This is an optimization exercise on Yosys and OpenROAD, whose aim is small area and a short achievable clock period, not a production implementation.
At most, simulation tests tie the RTL to the original design; equivalence was not proved.
Only the layout flow was run in run 3; the RTL was not checked for function there.
Power and IR drop assume default switching activity.

--- design/flow/design.v ---
package lru_pkg;
    localparam int WAYS  = 8;
    localparam int IDX_W = 7;
    typedef enum logic [2:0] {
        ST_IDLE   = 3'd0,
        ST_LOOKUP = 3'd1,
        ST_REFILL = 3'd2,
        ST_UPDATE = 3'd3,
        ST_RESP   = 3'd4
    } state_e;
endpackage
module lru_victim_sel #(
    parameter int WAYS = lru_pkg::WAYS
) (
    input  logic                    i_vld,
    input  logic [2:0]              i_cnt,
    input  logic [WAYS-1:0]         i_match,
    input  logic [WAYS-1:0]         i_lru_flag,
    output logic                    o_hit,
    output logic                    o_multi_hit,
    output logic [2:0]              o_way_idx,
    output logic                    o_notfull
);
    logic [WAYS-1:0] valid;
    logic [WAYS-1:0] vmatch;
    logic [2:0]      hit_idx;
    logic [2:0]      flag_idx;
    logic            flag_onehot;
    always_comb begin
        for (int k = 0; k < WAYS; k++) begin
            valid[k] = i_vld && (i_cnt >= 3'(k));
        end
        vmatch      = valid & i_match;
        o_hit       = (vmatch != '0);
        o_multi_hit = ((vmatch & (vmatch - WAYS'(1))) != '0);
        hit_idx     = '0;
        for (int k = WAYS-1; k >= 0; k--) begin
            if (vmatch[k]) hit_idx = 3'(k);
        end
        flag_onehot = (i_lru_flag != '0) &&
                      ((i_lru_flag & (i_lru_flag - WAYS'(1))) == '0);
        flag_idx    = '0;
        for (int k = 0; k < WAYS; k++) begin
            if (i_lru_flag[k]) flag_idx = flag_idx | 3'(k);
        end
        o_notfull   = !(i_vld && (i_cnt == 3'd7));
        if (o_hit)            o_way_idx = hit_idx;
        else if (!i_vld)      o_way_idx = 3'd0;
        else if (o_notfull)   o_way_idx = i_cnt + 3'd1;
        else if (flag_onehot) o_way_idx = flag_idx;
        else                  o_way_idx = 3'd7;
    end
endmodule
module lru_replace_ctrl #(
    parameter int WAYS  = lru_pkg::WAYS,
    parameter int IDX_W = lru_pkg::IDX_W
) (
    input  logic             clk,
    input  logic             rst,
    input  logic             i_req_valid,
    output logic             o_req_ready,
    input  logic [IDX_W-1:0] i_req_addr_7,
    input  logic [WAYS-1:0]  i_req_match_8,
    output logic [IDX_W-1:0] o_lru_addr_7,
    output logic [WAYS-1:0]  o_lru_hit_way_8,
    output logic             o_lru_hit_sig,
    output logic             o_lru_update,
    input  logic [WAYS-1:0]  i_lru_flag_8,
    output logic             o_refill_valid,
    output logic [WAYS-1:0]  o_refill_way_8,
    output logic [IDX_W-1:0] o_refill_addr_7,
    input  logic             i_refill_done,
    output logic             o_resp_valid,
    output logic             o_resp_hit,
    output logic [WAYS-1:0]  o_resp_way_8,
    input  logic             i_resp_ready,
    output logic             o_multi_hit_err
);
    localparam int RINGS = (1 << IDX_W) / 4;
    logic st_idle, st_lookup, st_refill, st_update, st_resp;
    logic [1:0]       ptr_q;
    logic [IDX_W-1:0] addr_q;
    logic [WAYS-1:0]  match_q;
    logic             cvld_q;
    logic [2:0]       ccnt_q;
    logic [2:0]       way_q;
    logic             hit_q;
    logic             promote_q;
    logic             pend_q;
    logic [2:0]       wcnt_q;
    logic             rv [RINGS][4];
    logic [2:0]       rc [RINGS][4];
    logic             accept;
    logic             sel_hit, sel_multi, sel_notfull;
    logic [2:0]       sel_way;
    logic             wr_en;
    logic [2:0]       wr_cnt;
    logic [2:0]       new_cnt;
    logic [RINGS-1:0] we;
    logic [1:0]       rd_pos;
    logic             rd_vld [4];
    logic [2:0]       rd_cnt [4];
    assign accept = i_req_valid && st_idle && !rst;
    lru_victim_sel #(.WAYS(WAYS)) u_sel (
        .i_vld       (cvld_q),
        .i_cnt       (ccnt_q),
        .i_match     (match_q),
        .i_lru_flag  (i_lru_flag_8),
        .o_hit       (sel_hit),
        .o_multi_hit (sel_multi),
        .o_way_idx   (sel_way),
        .o_notfull   (sel_notfull)
    );
    always_ff @(posedge clk or posedge rst) begin
        if (rst) begin
            st_idle   <= 1'b1;
            st_lookup <= 1'b0;
            st_refill <= 1'b0;
            st_update <= 1'b0;
            st_resp   <= 1'b0;
            ptr_q     <= '0;
            pend_q    <= 1'b0;
        end else begin
            st_idle   <= (st_idle && !i_req_valid) || (st_resp && i_resp_ready);
            st_lookup <= st_idle && i_req_valid;
            st_refill <= (st_lookup && !sel_hit) || (st_refill && !i_refill_done);
            st_update <= (st_lookup && sel_hit) || (st_refill && i_refill_done);
            st_resp   <= st_update || (st_resp && !i_resp_ready);
            ptr_q     <= ptr_q + 2'd1;
            if (st_lookup) pend_q <= !sel_hit && sel_notfull;
        end
    end
    always_comb begin
        for (int j = 0; j < 4; j++) begin
            rd_vld[j] = rv[i_req_addr_7[IDX_W-1:2]][j];
            rd_cnt[j] = rc[i_req_addr_7[IDX_W-1:2]][j];
        end
        rd_pos = i_req_addr_7[1:0] + ptr_q;
    end
    always_ff @(posedge clk) begin
        match_q <= i_req_match_8;
        cvld_q  <= rd_vld[rd_pos];
        ccnt_q  <= rd_cnt[rd_pos];
        if (st_idle) addr_q <= i_req_addr_7;
        if (st_lookup) begin
            way_q     <= sel_way;
            hit_q     <= sel_hit;
            promote_q <= sel_hit || sel_notfull;
            wcnt_q    <= new_cnt;
        end
    end
    always_comb begin
        new_cnt = cvld_q ? ccnt_q + 3'd1 : 3'd0;
        wr_en   = st_lookup ? (!sel_hit && sel_notfull) : (pend_q && !st_idle);
        wr_cnt  = st_lookup ? new_cnt : wcnt_q;
        for (int r = 0; r < RINGS; r++) begin
            we[r] = wr_en && (addr_q[IDX_W-1:2] == (IDX_W-2)'(r)) &&
                    (2'(addr_q[1:0] + ptr_q) == 2'd3);
        end
    end
    always_ff @(posedge clk or posedge rst) begin
        if (rst) begin
            for (int r = 0; r < RINGS; r++) begin
                for (int j = 0; j < 4; j++) begin
                    rv[r][j] <= 1'b0;
                end
            end
        end else begin
            for (int r = 0; r < RINGS; r++) begin
                rv[r][0] <= rv[r][3] || we[r];
                for (int j = 1; j < 4; j++) begin
                    rv[r][j] <= rv[r][j-1];
                end
            end
        end
    end
    always_ff @(posedge clk) begin
        for (int r = 0; r < RINGS; r++) begin
            rc[r][0] <= we[r] ? wr_cnt : rc[r][3];
            for (int j = 1; j < 4; j++) begin
                rc[r][j] <= rc[r][j-1];
            end
        end
    end
    logic [WAYS-1:0] way_dec;
    always_comb begin
        for (int k = 0; k < WAYS; k++) begin
            way_dec[k] = (way_q == 3'(k));
        end
        o_req_ready     = st_idle && !rst;
        o_lru_addr_7    = st_idle ? '0 : addr_q;
        o_refill_addr_7 = st_idle ? '0 : addr_q;
        o_multi_hit_err = st_lookup && sel_multi;
        o_refill_valid  = st_refill;
        o_refill_way_8  = st_refill ? way_dec : '0;
        o_lru_update    = st_update;
        o_lru_hit_sig   = st_update && promote_q;
        o_lru_hit_way_8 = (st_update && promote_q) ? way_dec : '0;
        o_resp_valid    = st_resp;
        o_resp_hit      = st_resp && hit_q;
        o_resp_way_8    = st_resp ? way_dec : '0;
    end
endmodule
--- design/flow/run.sh ---
#!/bin/bash
# synth_recipe.tcl (not shown) runs the flow's synth.tcl, then flattens the netlist and writes it again
# the make line also repeats each setting of config.mk as NAME=value (left out here)
make -C /OpenROAD-flow-scripts/flow DESIGN_CONFIG=/design/flow/config.mk WORK_HOME=/design/flow/orfs CLKGATE_MAP_FILE= SYNTH_SCRIPT=/design/flow/synth_recipe.tcl finish
--- design/flow/config.mk ---
export PLATFORM = sky130hd
export DESIGN_NAME = lru_replace_ctrl
export DESIGN_NICKNAME = lru_replace_ctrl
export VERILOG_FILES = /design/flow/design.v
export SDC_FILE = /design/flow/constraint.sdc
export NUM_CORES = 4
export LEC_CHECK = 0
export CAP_MARGIN = 20
export CORE_MARGIN = 2
export CORE_UTILIZATION = 35
export SETUP_SLACK_MARGIN = 4
export SLEW_MARGIN = 20
--- design/flow/constraint.sdc ---
create_clock -name core_clock -period 8.0 [get_ports {clk}]
set_input_delay 1.6000 -clock core_clock [delete_from_list [all_inputs] [get_ports {clk}]]
set_output_delay 1.6000 -clock core_clock [all_outputs]
set_load 0.01 [all_outputs]
==> impl_metrics.json, run 1 <==
{
  "status": "finished clean",
  "cts_buffers": 53,
  "insertion_delay_ns": 0.61,
  "slew_viol_final": 0,
  "root_buffer": "clkbuf_16",
  "cp-start-kind": "primary input",
  "wl_mm": 66.4,
  "critPathMaxFanout": 34,
  "syn_area_per_cell_sq_um": 12.2,
  "grt_pass1_wl_mm": 93.5,
  "drt-pass1-iter-count": 6,
  "antenna_found_initial": 0,
  "synth_edf_count": 12,
  "instances_no_fill": 2298,
  "maxSlewHeadroom": 0.194,
  "track_usage": 0.247,
  "drive_gt1_frac": 0.212,
  "clkSlewWorstSetupHoldPaths_ns": 0.07,
  "initial_utilization": 0.356,
  "async_reset_ff_frac": 0.249,
  "syn_inst": 1471,
  "grt_overflow_total": 0,
  "synth.top_cell.area_share": 0.445,
  "syn_nets": 1505,
  "rsz0062_at_grt": "yes",
  "synth_warnings": 6,
  "netlist_top_cells_count": "dfxtp_1, a22oi_1, dfrtp_1",
  "setup_viol": 0,
  "die_h_um": 230,
  "cts_hold_buf": 0,
  "power_density_mw_per_mm2": 285,
  "tightest_slew_ns": 1.21,
  "ant_nets": 0,
  "yosysSeqAreaShare": 0.655,
  "drv_cap": 0,
  "yosys.area.top_type": "dfxtp_1",
  "power_leakage_nw": 9.11,
  "crit_type": "primary input to flip-flop",
  "layout.nets": 1618,
  "route.vias.total": 13147,
  "finalClockSkew_ns": 0.0184,
  "min_path_type": "flip-flop to flip-flop",
  "syn_area_sq_mm": 0.0179,
  "fin_setup_tns_ns": 0,
  "std_cell_rows": 82,
  "cts_tree": "yes",
  "grt_pass1_vias": 13021,
  "htreeDepth": 2,
  "grt_max_degree": 79,
  "portBuffers": 72,
  "ys_types": 68,
  "fmax_mhz": 251,
  "drc": 0,
  "min_period_ns": 3.99,
  "hpwlAfterDp_mm": 47.0,
  "ir_drop_v": 0.000189,
  "wire_per_inst_um": 28.9,
  "clockBufferDepth": 3,
  "gp_congestion": 1.00,
  "fp.dieW_um": 230,
  "synthToLayoutAreaGrowth_pct": 22.1,
  "cts.sinks": 547,
  "critPathCaptureType": "flip-flop",
  "ys_top_cells_by_area": "dfxtp_1, dfrtp_1, a22oi_1, mux2_2, nor2_1",
  "hold_viol": 0,
  "design.die.area_sq_mm": 0.0531,
  "post-synth-top-count-cell": "dfxtp_1",
  "ys_seq_elements": 547,
  "placed_cells": 2185,
  "crit_arrival_ns": 4.49,
  "drtIter0Drc": 1618,
  "required_ns": 8.49,
  "finalCritPeriodShare": 0.499,
  "synthFlopType": "dfxtp_1",
  "pin_count": 73,
  "coreArea_sq_mm": 0.0504,
  "total_power_w": 0.00625,
  "routed_via_density": 5.72
}
layer usage:
layer / GRT usage / up-vias / routed length (um)
met5: 0 / - / 0
met4: 0.152 / 0 / 4530
met3: 0.0561 / 204 / 6240
met2: 0.368 / 802 / 28200
met1: 0.325 / 6522 / 27500
li1: - / 5619 / -
power by group:
group / internal (W) / total (W) / switching [W]
registers: 0.00290 / 0.00302 / 0.000119
clock network: 0.00166 / 0.00275 / 0.00109
logic: 0.000177 / 0.000476 / 0.000299
total: 0.00474 / 0.00625 / 0.00151
sequential cells by signal, indices dropped and copies added, names as in the netlist:
| register | count |
|---|---|
| rc | 384 |
| rv | 128 |
| match_q | 8 |
| addr_q | 7 |
| ccnt_q | 3 |
| way_q | 3 |
| wcnt_q | 3 |
| ptr_q | 2 |
| cvld_q | 1 |
| hit_q | 1 |
| pend_q | 1 |
| promote_q | 1 |
| st_idle | 1 |
| st_lookup | 1 |
| st_refill | 1 |
| st_resp | 1 |
| st_update | 1 |
cell type report:
class	instances	area, sq um
fill	4626	28500
clock inverter	23	365
clock buffer	73	1570
sequential	547	11800
inverter	19	75.1
timing repair buffer	133	1210
multi-input combinational	830	6090
antenna	1	2.50
tap	672	841
layout by cell type, fill, tap and decap left out, types with 33 or more instances in the layout:
| cell | count |
|---|---|
| clkbuf_16 | 57 |
| nand3_1 | 33 |
| nand2_1 | 61 |
| dfrtp_1 | 135 |
| buf_4 | 56 |
| and3_1 | 47 |
| a22oi_1 | 161 |
| dfxtp_1 | 395 |
| nor2_1 | 71 |
| clkdlybuf4s50_1 | 68 |
| mux2_2 | 100 |
cell families after synthesis:
logic type	count (synthesis)	synth area share
buf+inv	94	0.0213
mux	115	0.0718
simple gates	416	0.126
fa+ha+maj	7	0.00474
xor+xnor	6	0.00293
flops	547	0.655
compound gates	286	0.118
through the flow:
stage / utilization / setup WS, ns / hold WS [ns] / instance area [sq um]
final: 0.435 / 4.01 / 0.345 / 21900
after global routing: 0.435 / 3.91 / 0.345 / 21900
after CTS: 0.431 / 3.95 / 0.345 / 21700
after detailed placement: 0.389 / 2.65 / 0.334 / 19600
after global placement: 0.389 / 2.78 / 0.325 / 19600
after floorplan: - / 4.37 / 0.323 / 17900
worst max-delay path, stage by stage:
cell	delay [ns]
clkdlybuf4s50_1	0.49
buf_8	0.27
nand3b_1	0.23
nor2_2	0.96
a22oi_1	0.23
nand4_1	0.22
or3_1	0.12
nor3_1	0.05
nor4_1	0.27
final timing paths:
check	slack, ns	start	end	cells past startpoint
min in group asynchronous	1.39	rst	st_lookup$_DFF_PP0_	3
max in group asynchronous	5.15	rst	rv[107]$_DFF_PP0_	4
worst min-delay path	0.34	rc[88][1]$_DFF_P_	rc[89][1]$_DFF_P_	0
worst min register to register	0.34	rc[88][1]$_DFF_P_	rc[89][1]$_DFF_P_	0
worst max-delay path	4.01	i_req_addr_7[3]	cvld_q$_DFF_P_	9
worst max register to register	4.01	ccnt_q[1]$_DFF_P_	rc[56][1]$_DFF_P_	13
repair_timing:
item | CTS | global route
pin swaps | 3 | 10
setup buffers | 3 | 12
resized for setup | 55 | 35
endpoints found under the setup margin | 7 | 5
==> inputs of run 2 (changes only) <==
--- a/design/flow/config.mk
+++ b/design/flow/config.mk
@@ -10,3 +10,3 @@
 export CORE_UTILIZATION = 35
-export SETUP_SLACK_MARGIN = 4
+export SETUP_SLACK_MARGIN = 0.5
 export SLEW_MARGIN = 20
==> run 2 against run 1 <==
Effect of this change:
- still clean
- die area stayed put
- first-iteration DRC count up 1.6%
- sequential power barely moved
- non-clock buffer count shrank 15
- critical path depth shrank 1
- synthesized area is the same
==> impl_metrics.json, run 2 <==
{
  "status": "finished clean",
  "drc": 0,
  "grt_max_degree": 91,
  "yosysSeqAreaShare": 0.655,
  "synthToLayoutAreaGrowth_pct": 19.5,
  "required_ns": 6.40,
  "syn_inst": 1471,
  "rr_endpoint": "rc[76][1]$_DFF_P_",
  "drt-pass1-iter-count": 5,
  "cts_resized": 0,
  "final.setup.worst_slack_ns": 3.05,
  "wl_mm": 65.7,
  "initial_utilization": 0.356,
  "comb_power_share": 0.075,
  "r2r_start": "ccnt_q[2]$_DFF_P_",
  "largest_reg_flops": 384,
  "critPathCaptureType": "primary output",
  "fmax_mhz": 202,
  "finalClockSkew_ns": 0.0174,
  "syn_area_per_cell_sq_um": 12.2,
  "insertion_delay_ns": 0.60,
  "ys_top_cells_by_area": "dfxtp_1, dfrtp_1, a22oi_1, mux2_2, nor2_1",
  "fp.dieW_um": 230,
  "critPathBufInv": 1,
  "die_h_um": 230,
  "nFillCells": 4656,
  "rrSetupSlack_ns": 3.69,
  "postCtsSetupRepairBufs": 0,
  "power_density_mw_per_mm2": 285,
  "drtIter0Drc": 1644,
  "async_reset_ff_frac": 0.249,
  "final_cell_mix": "dfxtp_1, a22oi_1, dfrtp_1",
  "clkSlewWorstSetupHoldPaths_ns": 0.06,
  "final_common_cell": "dfxtp_1",
  "cts_tree": "yes",
  "pin_count": 73,
  "cts.sinks": 547,
  "yosys.area.top_type": "dfxtp_1",
  "post-synth-top-count-cell": "dfxtp_1",
  "root_buffer": "clkbuf_16",
  "holdPathStages": 0,
  "regMostFlops": "rc",
  "largestRegisters": "rc: 384 flops, rv: 128 flops, match_q: 8 flops",
  "drv_cap": 0,
  "p_sw_w": 0.00149,
  "path_common_cell": "ha_1",
  "cp-start-kind": "flip-flop",
  "clockBufferDepth": 3,
  "min_period_ns": 4.95,
  "crit_arrival_ns": 3.35,
  "track_usage": 0.245,
  "grt_pass1_wl_mm": 93.2,
  "routed_via_density": 5.74,
  "rsz0062_at_grt": "no",
  "r2r_cells": 9,
  "syn_nets": 1505,
  "clockPowerShare": 0.430,
  "coreArea_sq_mm": 0.0504,
  "layout.nets": 1602,
  "ir_drop_v": 0.000128,
  "route.vias.total": 13102,
  "power_leakage_nw": 8.92,
  "synth.top_cell.area_share": 0.445,
  "min_to": "rc[93][2]$_DFF_P_",
  "pre_cts_ws_ns": 2.67,
  "antenna_found_initial": 1,
  "drive_gt1_frac": 0.175,
  "synthFlopType": "dfxtp_1",
  "synth_warnings": 6,
  "cts_hold_buf": 0,
  "pwr-share-seq": 0.495,
  "wire_per_inst_um": 28.8,
  "slowest_stage": "dfxtp_1",
  "regArea_sq_mm": 0.0118,
  "switching_share": 0.244,
  "ant_nets": 0,
  "multi_input_area_sq_mm": 0.00588,
  "syn_area_sq_mm": 0.0179,
  "gp_congestion": 1.03,
  "netlist_top_cells_count": "dfxtp_1, a22oi_1, dfrtp_1",
  "std_cell_rows": 82,
  "crit_type": "flip-flop to primary output",
  "design.die.area_sq_mm": 0.0531,
  "cts_buffers": 52,
  "crit_chain": "ha_1, ha_1, a31oi_1, o21ai_0, o22ai_1, a21oi_1, o21a_1, clkdlybuf4s50_1",
  "hpwlAfterDp_mm": 47.1,
  "ys_seq_elements": 547,
  "cpPeakStageDelay_ns": 0.60,
  "finalCritPeriodShare": 0.618,
  "ys_types": 68,
  "grt_pass1_vias": 12990,
  "slew_viol_final": 0,
  "setup_viol": 0,
  "portBuffers": 72,
  "min_path_type": "flip-flop to flip-flop",
  "cp_top_family": "compound AO/OA/AOI/OAI gates",
  "min_from": "rc[92][2]$_DFF_P_",
  "hold_viol": 0,
  "tightest_slew_ns": 1.24,
  "grt_overflow_total": 0,
  "critPathMaxFanout": 8,
  "p_int_w": 0.00461,
  "htreeDepth": 2,
  "synth_edf_count": 12,
  "fin_setup_tns_ns": 0,
  "maxSlewHeadroom": 0.172
}
==> run 2: logic make-up (layout without fill, tap and decap cells) <==
logic type,count (synthesis),after routing,share of synthesized area
AO/OA/AOI/OAI,286,286,0.118
XOR/XNOR,6,6,0.00293
adder cells (fa/ha/maj),7,7,0.00474
buffers and inverters,94,232,0.0213
flip-flops,547,547,0.655
multiplexers,115,115,0.0718
other,0,1,0
AND/OR/NAND/NOR,416,416,0.126
==> run 2: layout make-up <==
class | count | area share
sequential | 547 | 0.548
multi-input combinational | 830 | 0.274
clock buffer | 73 | 0.0691
timing repair buffer | 118 | 0.0501
tap | 672 | 0.0392
clock inverter | 22 | 0.0156
inverter | 19 | 0.00356
antenna | 1 | 0.000117
==> run 2: worst reg2reg max path, delay by kind of cell (launching register included) <==
family | cells | cell delay (ns)
and+or+nand+nor | 3 | 1.86
DFF | 1 | 0.67
buffers and inverters | 1 | 0.11
muxes | 1 | 0.43
adders and majority gates | 1 | 0.21
AOI/OAI and AO/OA | 3 | 0.92
==> run 2: how the worst max path moves through the flow <==
stage                       from                 end  slack [ns]  depth (start not counted)
6_report       ccnt_q[1]$_DFF_P_     o_multi_hit_err        3.05                          8
5_1_grt        ccnt_q[1]$_DFF_P_     o_multi_hit_err        2.76                          8
4_1_cts        ccnt_q[1]$_DFF_P_     o_multi_hit_err        3.08                          8
3_5_place_dp     i_req_addr_7[5]   ccnt_q[2]$_DFF_P_        2.67                         10
3_3_place_gp     i_req_addr_7[4]   ccnt_q[2]$_DFF_P_        2.71                          9
2_1_floorplan                rst  pend_q$_DFFE_PP0P_        2.76                          1
==> run 2: power groups by stage <==
| stage | combinational, W | sequential, W | clock, W |
|---|---|---|---|
| finish | 0.000457 | 0.00302 | 0.00263 |
| global route | 0.000483 | 0.00303 | 0.00275 |
| floorplan | 0.000257 | 0.00302 | 0 |
| CTS | 0.000450 | 0.00302 | 0.00265 |
| global placement | 0.000442 | 0.00307 | 0 |
| detailed placement | 0.000448 | 0.00307 | 0 |
==> run 2: metal layers <==
metal | vias to the layer above | GRT usage | routed length (um)
met5 | - | 0 | 0
met4 | 0 | 0.148 | 4290
met3 | 208 | 0.0524 | 6160
met2 | 800 | 0.357 | 27600
met1 | 6517 | 0.333 | 27600
li1 | 5577 | - | -
==> run 2: per-stage QoR <==
stage | area, sq um | power [W] | cells | util | hold WS [ns]
detailed placement | 19600 | 0.00352 | 2186 | 0.389 | 0.331
CTS | 21400 | 0.00611 | 2281 | 0.425 | 0.343
global placement | 19600 | 0.00351 | 2184 | 0.389 | 0.328
finish | 21400 | 0.00610 | 2282 | 0.426 | 0.344
global route | 21400 | 0.00627 | 2281 | 0.426 | 0.355
floorplan | 17900 | 0.00327 | 1471 | - | 0.323
==> inputs of run 3 (changes only) <==
--- a/design/flow/design.v
+++ b/design/flow/design.v
@@ -88,3 +88,4 @@
     logic             promote_q;
-    logic             pend_q;
+    logic             swept_q;
+    logic             wvld_q;
     logic [2:0]       wcnt_q;
@@ -96,4 +97,8 @@
     logic             wr_en;
+    logic             wr_vld;
     logic [2:0]       wr_cnt;
+    logic             new_vld;
     logic [2:0]       new_cnt;
+    logic             fill;
+    logic             rd_clean;
     logic [RINGS-1:0] we;
@@ -121,3 +126,3 @@
             ptr_q     <= '0;
-            pend_q    <= 1'b0;
+            swept_q   <= 1'b0;
         end else begin
@@ -129,3 +134,3 @@
             ptr_q     <= ptr_q + 2'd1;
-            if (st_lookup) pend_q <= !sel_hit && sel_notfull;
+            if (ptr_q == 2'd3) swept_q <= 1'b1;
         end
@@ -138,2 +143,3 @@
         rd_pos = i_req_addr_7[1:0] + ptr_q;
+        rd_clean = swept_q || (rd_pos < ptr_q);
     end
@@ -141,3 +147,3 @@
         match_q <= i_req_match_8;
-        cvld_q  <= rd_vld[rd_pos];
+        cvld_q  <= rd_vld[rd_pos] && rd_clean;
         ccnt_q  <= rd_cnt[rd_pos];
@@ -148,2 +154,3 @@
             promote_q <= sel_hit || sel_notfull;
+            wvld_q    <= new_vld;
             wcnt_q    <= new_cnt;
@@ -152,4 +159,7 @@
     always_comb begin
-        new_cnt = cvld_q ? ccnt_q + 3'd1 : 3'd0;
-        wr_en   = st_lookup ? (!sel_hit && sel_notfull) : (pend_q && !st_idle);
+        fill    = !sel_hit && sel_notfull;
+        new_vld = cvld_q || fill;
+        new_cnt = !fill ? ccnt_q : (cvld_q ? ccnt_q + 3'd1 : 3'd0);
+        wr_en   = !st_idle;
+        wr_vld  = st_lookup ? new_vld : wvld_q;
         wr_cnt  = st_lookup ? new_cnt : wcnt_q;
@@ -160,20 +170,8 @@
     end
-    always_ff @(posedge clk or posedge rst) begin
-        if (rst) begin
-            for (int r = 0; r < RINGS; r++) begin
-                for (int j = 0; j < 4; j++) begin
-                    rv[r][j] <= 1'b0;
-                end
-            end
-        end else begin
-            for (int r = 0; r < RINGS; r++) begin
-                rv[r][0] <= rv[r][3] || we[r];
-                for (int j = 1; j < 4; j++) begin
-                    rv[r][j] <= rv[r][j-1];
-                end
-            end
-        end
-    end
     always_ff @(posedge clk) begin
         for (int r = 0; r < RINGS; r++) begin
+            rv[r][0] <= (we[r] && wr_vld) || (rv[r][3] && swept_q);
+            for (int j = 1; j < 4; j++) begin
+                rv[r][j] <= rv[r][j-1];
+            end
             rc[r][0] <= we[r] ? wr_cnt : rc[r][3];
--- a/design/flow/config.mk
+++ b/design/flow/config.mk
@@ -10,3 +10,4 @@
 export CORE_UTILIZATION = 35
-export SETUP_SLACK_MARGIN = 0.5
+export CTS_BUF_LIST = sky130_fd_sc_hd__clkbuf_4 sky130_fd_sc_hd__clkbuf_8
+export SETUP_SLACK_MARGIN = 4
 export SLEW_MARGIN = 20
==> run 3 against run 2 <==
Effect of this change:
- largest cell class unchanged
- fmax rose by 19%
- global-route usage rose by 1.1 points
- critical path depth rose by 1
- largest power group unchanged
- hold slack got worse by 0.013 ns
==> impl_metrics.json, run 3 <==
{
  "hpwlAfterDp_mm": 45.6,
  "synthXorXnorAreaFrac": 0.00153,
  "nFillCells": 4600,
  "insertion_delay_ns": 0.68,
  "ir_drop_v": 0.000100,
  "endpoint": "o_multi_hit_err",
  "critPathCaptureType": "primary output",
  "synthToLayoutAreaGrowth_pct": 21.6,
  "fin_setup_tns_ns": 0,
  "hold_viol": 0,
  "min_period_ns": 4.16,
  "layout.nets": 1732,
  "routed_via_density": 5.77,
  "rsz0062_at_grt": "yes",
  "grt_overflow_total": 0,
  "synth_compound_area_frac": 0.164,
  "design.die.area_sq_mm": 0.0508,
  "utilization": 0.429,
  "fin_area_sq_mm": 0.0208,
  "tightest_slew_ns": 1.28,
  "htreeDepth": 3,
  "regArea_sq_mm": 0.0111,
  "root_buffer": "clkbuf_8",
  "regMostFlops": "rc",
  "final_common_cell": "dfxtp_1",
  "min_path_type": "flip-flop to flip-flop",
  "finalCritPeriodShare": 0.520,
  "fp.dieW_um": 225,
  "initial_utilization": 0.352,
  "fmax_mhz": 240,
  "drt-pass1-iter-count": 6,
  "yosys.area.top_type": "dfxtp_1",
  "clockBufferDepth": 3,
  "maxSlewHeadroom": 0.145,
  "min_from": "rv[36]$_DFF_P_",
  "power_density_mw_per_mm2": 304,
  "antenna_cells": 0,
  "critPathMaxFanout": 4,
  "cp-start-kind": "flip-flop",
  "r2r_start": "ccnt_q[1]$_DFF_P_",
  "clkSlewWorstSetupHoldPaths_ns": 0.07,
  "ys_top_cells_by_area": "dfxtp_1, a22oi_1, nand2_1, o21ai_0, edfxtp_1",
  "yosysSeqAreaShare": 0.649,
  "wl_mm": 65.5,
  "portBuffers": 72,
  "grt_pass1_vias": 13461,
  "rr_endpoint": "rc[96][0]$_DFF_P_",
  "r2r_cells": 11,
  "grt_max_degree": 36,
  "power_leakage_nw": 8.07,
  "synthFlopType": "dfxtp_1",
  "drv_cap": 0,
  "post-synth-top-count-cell": "dfxtp_1",
  "largest_reg_flops": 384,
  "synth_fa_ha_area_frac": 0.00686,
  "netlist_top_cells_count": "dfxtp_1, nand2_1, a22oi_1",
  "drive_gt1_frac": 0.171,
  "setup_viol": 0,
  "synth_top_family_by_area": "compound AO/OA/AOI/OAI gates",
  "ys_types": 71,
  "synth.area.mux_share": 0.0198,
  "pin_count": 73,
  "grt_pass1_wl_mm": 92.8,
  "pre_cts_ws_ns": 2.64,
  "ant_nets": 0,
  "std_cell_rows": 81,
  "drtIter0Drc": 2011,
  "cts_hold_buf": 0,
  "syn_inst": 1571,
  "synth.top_cell.area_share": 0.617,
  "crit_type": "flip-flop to primary output",
  "finalClockSkew_ns": 0.0350,
  "ys_seq_elements": 548,
  "final.setup.worst_slack_ns": 3.84,
  "multi_input_area_sq_mm": 0.00587,
  "cts_buffers": 85,
  "status": "finished clean",
  "slew_viol_final": 0,
  "die_h_um": 225,
  "drc": 0,
  "synth-simple-area-share": 0.132,
  "final_cell_mix": "dfxtp_1, nand2_1, a22oi_1",
  "syn_area_sq_mm": 0.0171,
  "largestRegisters": "rc: 384 flops, rv: 128 flops, match_q: 8 flops",
  "track_usage": 0.256,
  "cts.sinks": 548,
  "antenna_found_initial": 1,
  "wire_per_inst_um": 27.5,
  "route.vias.total": 13759,
  "syn_area_per_cell_sq_um": 10.9,
  "crit_start": "ccnt_q[1]$_DFF_P_",
  "place_area_sq_mm": 0.0186,
  "cts_tree": "yes",
  "hold_ws_ns": 0.331,
  "async_reset_ff_frac": 0.0146,
  "synth_edf_count": 12,
  "coreArea_sq_mm": 0.0486,
  "synth_warnings": 6,
  "gp_congestion": 1.01,
  "rrSetupSlack_ns": 4.56,
  "syn_nets": 1607,
  "crit_arrival_ns": 2.56,
  "required_ns": 6.40
}
run 3: changes by cell type in the layout (fill, tap and decap cells not counted), moves of 26 or more:
cell       previous run  this run
nor2_1               86        60
mux2_2              100        15
o21ai_0              20        97
dfrtp_1             135         7
dfxtp_1             399       524
clkbuf_4              0        26
nand2_1              62       194
clkbuf_8              8       114
a22oi_1             162       193
clkbuf_16            53         0
run 3: logic make-up after synthesis:
kind of cell,count (synthesis)
DFF,548
muxes,30
buffers and inverters,98
adders and majority gates,9
AOI/OAI and AO/OA,410
and+or+nand+nor,473
xor gates and xnor gates,3
run 3: timing repair:
action,CTS,global route
resized for setup,56,25
setup buffers,8,4
setup endpoints to repair,6,6
pin swaps,8,9
run 3: critical path, cell delays in order, from the launching register on:
cell and delay (ns):
dfxtp_4 0.40, ha_4 0.19, ha_4 0.15, a211o_4 0.33, a31o_4 0.28, a21oi_2 0.12
o21ai_2 0.06, nor2_2 0.14, a21oi_2 0.07, buf_2 0.14
run 3: worst min path at each step:
stage	to	slack [ns]	depth (start not counted)
finish	rv[37]$_DFF_P_	0.33	0
global route	rv[79]$_DFF_P_	0.34	0
CTS	rv[37]$_DFF_P_	0.33	0
detailed placement	rc[94][2]$_DFF_P_	0.33	0
global placement	rc[98][2]$_DFF_P_	0.33	0
floorplan	rc[123][2]$_DFF_P_	0.32	0
run 3: metrics by stage:
stage                     std cells  total power (W)
after floorplan                1571          0.00349
after CTS                      2379          0.00632
after detailed placement       2219          0.00375
final                          2383          0.00633
after global placement         2218          0.00374
after global routing           2383          0.00652
run 3: area by class of cell:
class	count	share of cell area
multi-input cells	925	0.282
flip-flops and latches	548	0.535
inverters	18	0.00336
clock buffers	140	0.0846
repair buffers	118	0.0512
well taps	622	0.0373
clock inverters	12	0.00720
run 3: report_power, final:
group | leakage, nW | switching, W | internal [W]
logic | 2.57 | 0.000320 | 0.000168
registers | 4.49 | 0.000218 | 0.00304
clock network | 1.01 | 0.00110 | 0.00149
total | 8.07 | 0.00164 | 0.00469
run 3: per-layer routing:
layer  vias to the layer above  GRT usage  wire (um)
li1                       5938          -          -
met1                      6623      0.342      26900
met2                       985      0.368      26700
met3                       213     0.0799       8080
met4                         0      0.136       3780
met5                         -          0          0

-- static timing again, ports no longer ideal --
The flow's constraints put no driver on any port. The routed layouts listed below were extracted and timed again, unchanged, in two steps. Step 1 (the two cells are an assumption about what drives the block):
set clk [get_ports {clk}]
set_driving_cell -lib_cell sky130_fd_sc_hd__clkbuf_16 $clk
set_driving_cell -lib_cell sky130_fd_sc_hd__buf_2 [delete_from_list [all_inputs] $clk]
Step 2, shift: input delay + t, output delay - t, t = (earliest + latest rising clock arrival at the registers) / 2. This alone moves slack from input paths to output paths. Slacks: ideal ports / drivers / drivers and shift; pairs: ideal ports / drivers.
run	shift t [ns]	slack for setup (ns)	pins driven straight from the clock port
run 1	0.657	4.009 / 4.004 / 3.378	1
run 2	0.649	3.053 / 2.996 / 2.471	1
run 3	0.711	3.841 / 3.790 / 3.353	1
After both steps setup and hold are still met in every run listed. For run 1, which loses most, drivers alone change the setup slack by -0.005 ns; drivers and shift together by -0.631 ns.
